Background: an optimization exercise with open tools, aiming at small area, a short achievable clock period and few clock cycles per item. Do not read the settings as production practice. The RTL was checked by simulation tests, not by an equivalence proof against the original design. Power and IR drop assume default switching activity.

// bitonic_sort_index_sequencer_core
module bitonic_sort_index_sequencer_core
#(
  parameter int unsigned MAX_LOG_SIZE = 16,
  parameter int unsigned MAX_STEP     = 64
) (
  input  logic            clk_i,
  input  logic            rst_ni,
  input  logic            psel,
  input  logic            penable,
  input  logic            pwrite,
  input  logic [2:0]      paddr,
  input  logic [31:0]     pwdata,
  output logic [31:0]     prdata,
  output logic            pready,
  input  logic            in_valid_i,
  output logic            in_stall_o,
  input  logic [bsis_pkg::CHW-1:0]  chunk_index_i,
  output logic            out_valid_o,
  input  logic            out_stall_i,
  output logic [bsis_pkg::IDXW-1:0] element_index_o,
  output logic            past_end_o,
  output logic            last_o
);
  logic [4:0] log_q;
  logic [6:0] step_q;
  logic       sel_q;
  logic       cfg_wr;
  assign cfg_wr = psel && penable && pwrite;
  always_ff @(posedge clk_i or negedge rst_ni) begin
    if (!rst_ni) begin
      log_q  <= 5'd4;
      step_q <= 7'd8;
    end else if (cfg_wr) begin
      if (paddr[2]) step_q <= pwdata[6:0];
      else          log_q  <= pwdata[4:0];
    end
  end
  always_ff @(posedge clk_i) sel_q <= paddr[2];
  assign prdata = sel_q ? {25'd0, step_q} : {27'd0, log_q};
  assign pready = 1'b1;
  logic [4:0] n_eff;
  logic [6:0] s_eff;
  logic [5:0] km1;      
  assign n_eff = (log_q > 5'd16) ? 5'd16 : log_q;
  assign s_eff = (step_q == 7'd0) ? 7'd1 : (step_q > 7'd64) ? 7'd64 : step_q;
  assign km1   = 6'(s_eff - 7'd1);
  logic       valid_q, act_q, pend_q, chk_q, pseek_q, mbusy_q, ev_q;
  logic [2:0] ds_q;
  logic [15:0] o_q;       
  logic        past_o_q, last_q;
  logic [5:0]  k_q;       
  logic        kz_q;      
  logic [14:0] m_q;       
  logic [15:0] sm_q;      
  logic        flip_q, sh_q, fr_q, past_q;   
  logic [24:0] e_q;       
  logic [30:0] p_q;       
  logic [6:0]  mc_q;      
  logic [4:0]  ac_q;      
  localparam logic [2:0] D_IDLE = 3'd0, D_S1 = 3'd1, D_S2 = 3'd2, D_M1 = 3'd3, D_M2 = 3'd4,
                         D_FILL = 3'd5;
  assign in_stall_o      = pend_q;
  assign out_valid_o     = valid_q;
  assign element_index_o = o_q;
  assign past_end_o      = past_o_q;
  ...
Settings: LEC_CHECK=0, CAP_MARGIN=20, CORE_MARGIN=2, CORE_UTILIZATION=70, CTS_BUF_LIST=sky130_fd_sc_hd__clkbuf_8, CTS_CLUSTER_DIAMETER=100, CTS_CLUSTER_SIZE=30, SETUP_SLACK_MARGIN=5, SLEW_MARGIN=20; clock period 8.0 ns.
standard.sh (not shown) runs the stock make flow with config.mk's settings and CLKGATE_MAP_FILE= SYNTH_SCRIPT=/design/flow/synth_recipe.tcl, a recipe that flattens the netlist after the stock synthesis.
==> flow/flow/run.sh <==
#!/bin/bash
# The standard layout (standard synthesis, floorplan, placement, CTS, routing), with two
# changes: the ports are buffered with sky130_fd_sc_hd__buf_2 cells instead of the delay buffer
# buffer_ports picks by default (every input and output port still gets its own buffer), and
# clock tree synthesis adds no dummy loads. The full output of the run goes to flow.log here.
set -euo pipefail
bash standard.sh \
  "BUFFER_PORTS_ARGS=-buffer_cell sky130_fd_sc_hd__buf_2" \
  "CTS_ARGS=-sink_clustering_enable -repair_clock_nets -sink_clustering_size 30 -sink_clustering_max_diameter 100 -buf_list sky130_fd_sc_hd__clkbuf_8 -dont_use_dummy_load" \
  finish > flow.log 2>&1
The baseline completed with no timing, DRC or antenna violations.
Testbench counts at the start, summed over its fixed seeds: cycles 144,866, items 135,995.
==> next run, changes <==
==> flow/run.sh (new file) <==
#!/bin/bash
# synth_recipe.tcl (not shown) runs the flow's synth.tcl, then flattens the netlist and writes it again
# the make line also repeats each setting of config.mk as NAME=value (left out here)
make -C /OpenROAD-flow-scripts/flow DESIGN_CONFIG=/design/flow/config.mk WORK_HOME=/design/flow/orfs CLKGATE_MAP_FILE= SYNTH_SCRIPT=/design/flow/synth_recipe.tcl finish
Settings changed: CORE_UTILIZATION 70 to 65.
removed: flow/flow/run.sh
removed: flow/standard.sh
What happened: Maximum frequency increases by 2.6%; worst hold slack improves by 0.020 ns; clock power increases by 34%; wire length increases by 5.1%; final area increases by 5.6%.
==> next run, changes <==
==> flow/flow/run.sh (new file) <==
#!/bin/bash
# The standard layout (standard synthesis, floorplan, placement, CTS, routing), with one
# change: the ports are buffered with sky130_fd_sc_hd__buf_2 cells instead of the delay buffer
# buffer_ports picks by default. Every input and output port still gets its own buffer.
# The full output of the run goes to flow.log in this folder.
set -euo pipefail
bash standard.sh "BUFFER_PORTS_ARGS=-buffer_cell sky130_fd_sc_hd__buf_2" finish > flow.log 2>&1
==> flow/standard.sh (new file) <==
#!/bin/bash
# synth_recipe.tcl (not shown) runs the flow's synth.tcl, then flattens the netlist and writes it again
# the make line also repeats each setting of config.mk as NAME=value (left out here)
make -C /OpenROAD-flow-scripts/flow DESIGN_CONFIG=/design/flow/config.mk WORK_HOME=/design/flow/orfs CLKGATE_MAP_FILE= SYNTH_SCRIPT=/design/flow/synth_recipe.tcl "${@:-finish}"
removed: flow/run.sh
What happened:
- The new run finished with timing, DRC and antenna clean
- cell area decreases by 4.0%
- synthesized area is unchanged
- sequential power hardly moves
- flip-flop and latch count is unchanged
- die area is unchanged
- register-to-register slack stays flat
- synthesized cell count is unchanged

* * *

== before ==
Starting RTL as in the previous note.
export LEC_CHECK = 0
export CAP_MARGIN = 20
export CORE_MARGIN = 2
export CORE_UTILIZATION = 65
export CTS_BUF_LIST = sky130_fd_sc_hd__clkbuf_8
export CTS_CLUSTER_DIAMETER = 100
export CTS_CLUSTER_SIZE = 30
export SETUP_SLACK_MARGIN = 5
export SLEW_MARGIN = 20
create_clock -name core_clock -period 8.0 [get_ports {clk_i}]
==> flow/flow/run.sh <==
#!/bin/bash
# The standard layout (standard synthesis, floorplan, placement, CTS, routing), with two
# changes: the ports are buffered with sky130_fd_sc_hd__buf_2 cells instead of the delay buffer
# buffer_ports picks by default (every input and output port still gets its own buffer), and
# clock tree synthesis adds no dummy loads. The full output of the run goes to flow.log here.
set -euo pipefail
bash standard.sh \
  "BUFFER_PORTS_ARGS=-buffer_cell sky130_fd_sc_hd__buf_2" \
  "CTS_ARGS=-sink_clustering_enable -repair_clock_nets -sink_clustering_size 30 -sink_clustering_max_diameter 100 -buf_list sky130_fd_sc_hd__clkbuf_8 -dont_use_dummy_load" \
  finish > flow.log 2>&1
Testbench counts of before, summed over its fixed seeds: cycles 144,866, items 135,995.
diff inputs: before => after
- ABC_CLOCK_PERIOD_IN_PS: unset -> 2000
- CORE_UTILIZATION: 65 -> 70
==> flow/run.sh (new file) <==
#!/bin/bash
# synth_recipe.tcl (not shown) runs the flow's synth.tcl, then flattens the netlist and writes it again
# the make line also repeats each setting of config.mk as NAME=value (left out here)
make -C /OpenROAD-flow-scripts/flow DESIGN_CONFIG=/design/flow/config.mk WORK_HOME=/design/flow/orfs CLKGATE_MAP_FILE= SYNTH_SCRIPT=/design/flow/synth_recipe.tcl finish
removed: flow/flow/run.sh
removed: flow/standard.sh
--- outcome ---
after was carried through to the last stage, and its layout satisfied the timing, design-rule and antenna checks. before: PASS, flow complete, no timing, DRC or antenna violations. Side by side, endpoint arrival time on the critical path turned out higher in after than in before. From before to after the numbers moved as follows: total number of placement rows went down by 2, total power of the final layout went up, worst hold slack now sits lower, switching power summed over all nets went up about 10%, total area of sequential cells went up by about 1.4%. Taking before over after, the placeable core area ratio works out to 1.08. Higher number of global-route vias before repair among before and after: after. before → after: global-route wire length before repair increased by about 9% relative to the old numbers; final weighted congestion in routability-driven placement increased by about 6% relative to the old numbers. after ends up with a met2 track utilization from global routing that is 8.1 points higher than in before.

what the ideal ports hide:
No port has a modelled driver above. Below, the same layouts with a new extraction and two added sets of constraints.
Step 1: set_driving_cell puts a clkbuf_16 on clk_i and a buf_2 on each other input, an assumption about the parent block.
Step 2 adds t to the input delays and takes it off the output delays; t is the mean of the earliest and latest rising clock arrival at the registers after step 1. Input paths then give back, and output paths get back, about the clock's delay inside the block.
Three values: no drivers, after step 1, after step 2; two values: the first two.
run | t, ns | setup WS [ns] | worst setup path at the end | clock arrival spread, ns
the first run of note 1 | 0.504 | 4.902 / 4.902 / 4.509 | input to register | 0.036 / 0.035
the second run of note 1 | 0.520 | 4.981 / 4.935 / 4.592 | input to register | 0.014 / 0.014
the third run of note 1 | 0.532 | 5.019 / 4.974 / 4.559 | input to register | 0.019 / 0.019
before | 0.505 | 5.001 / 4.956 / 4.572 | input to register | 0.034 / 0.034
after | 0.524 | 4.976 / 4.935 / 4.591 | input to register | 0.016 / 0.017
After both steps setup and hold are still met in every run listed. The setup slack of the third run of note 1, which loses most, moves by -0.045 ns with the drivers and by -0.460 ns with both steps.
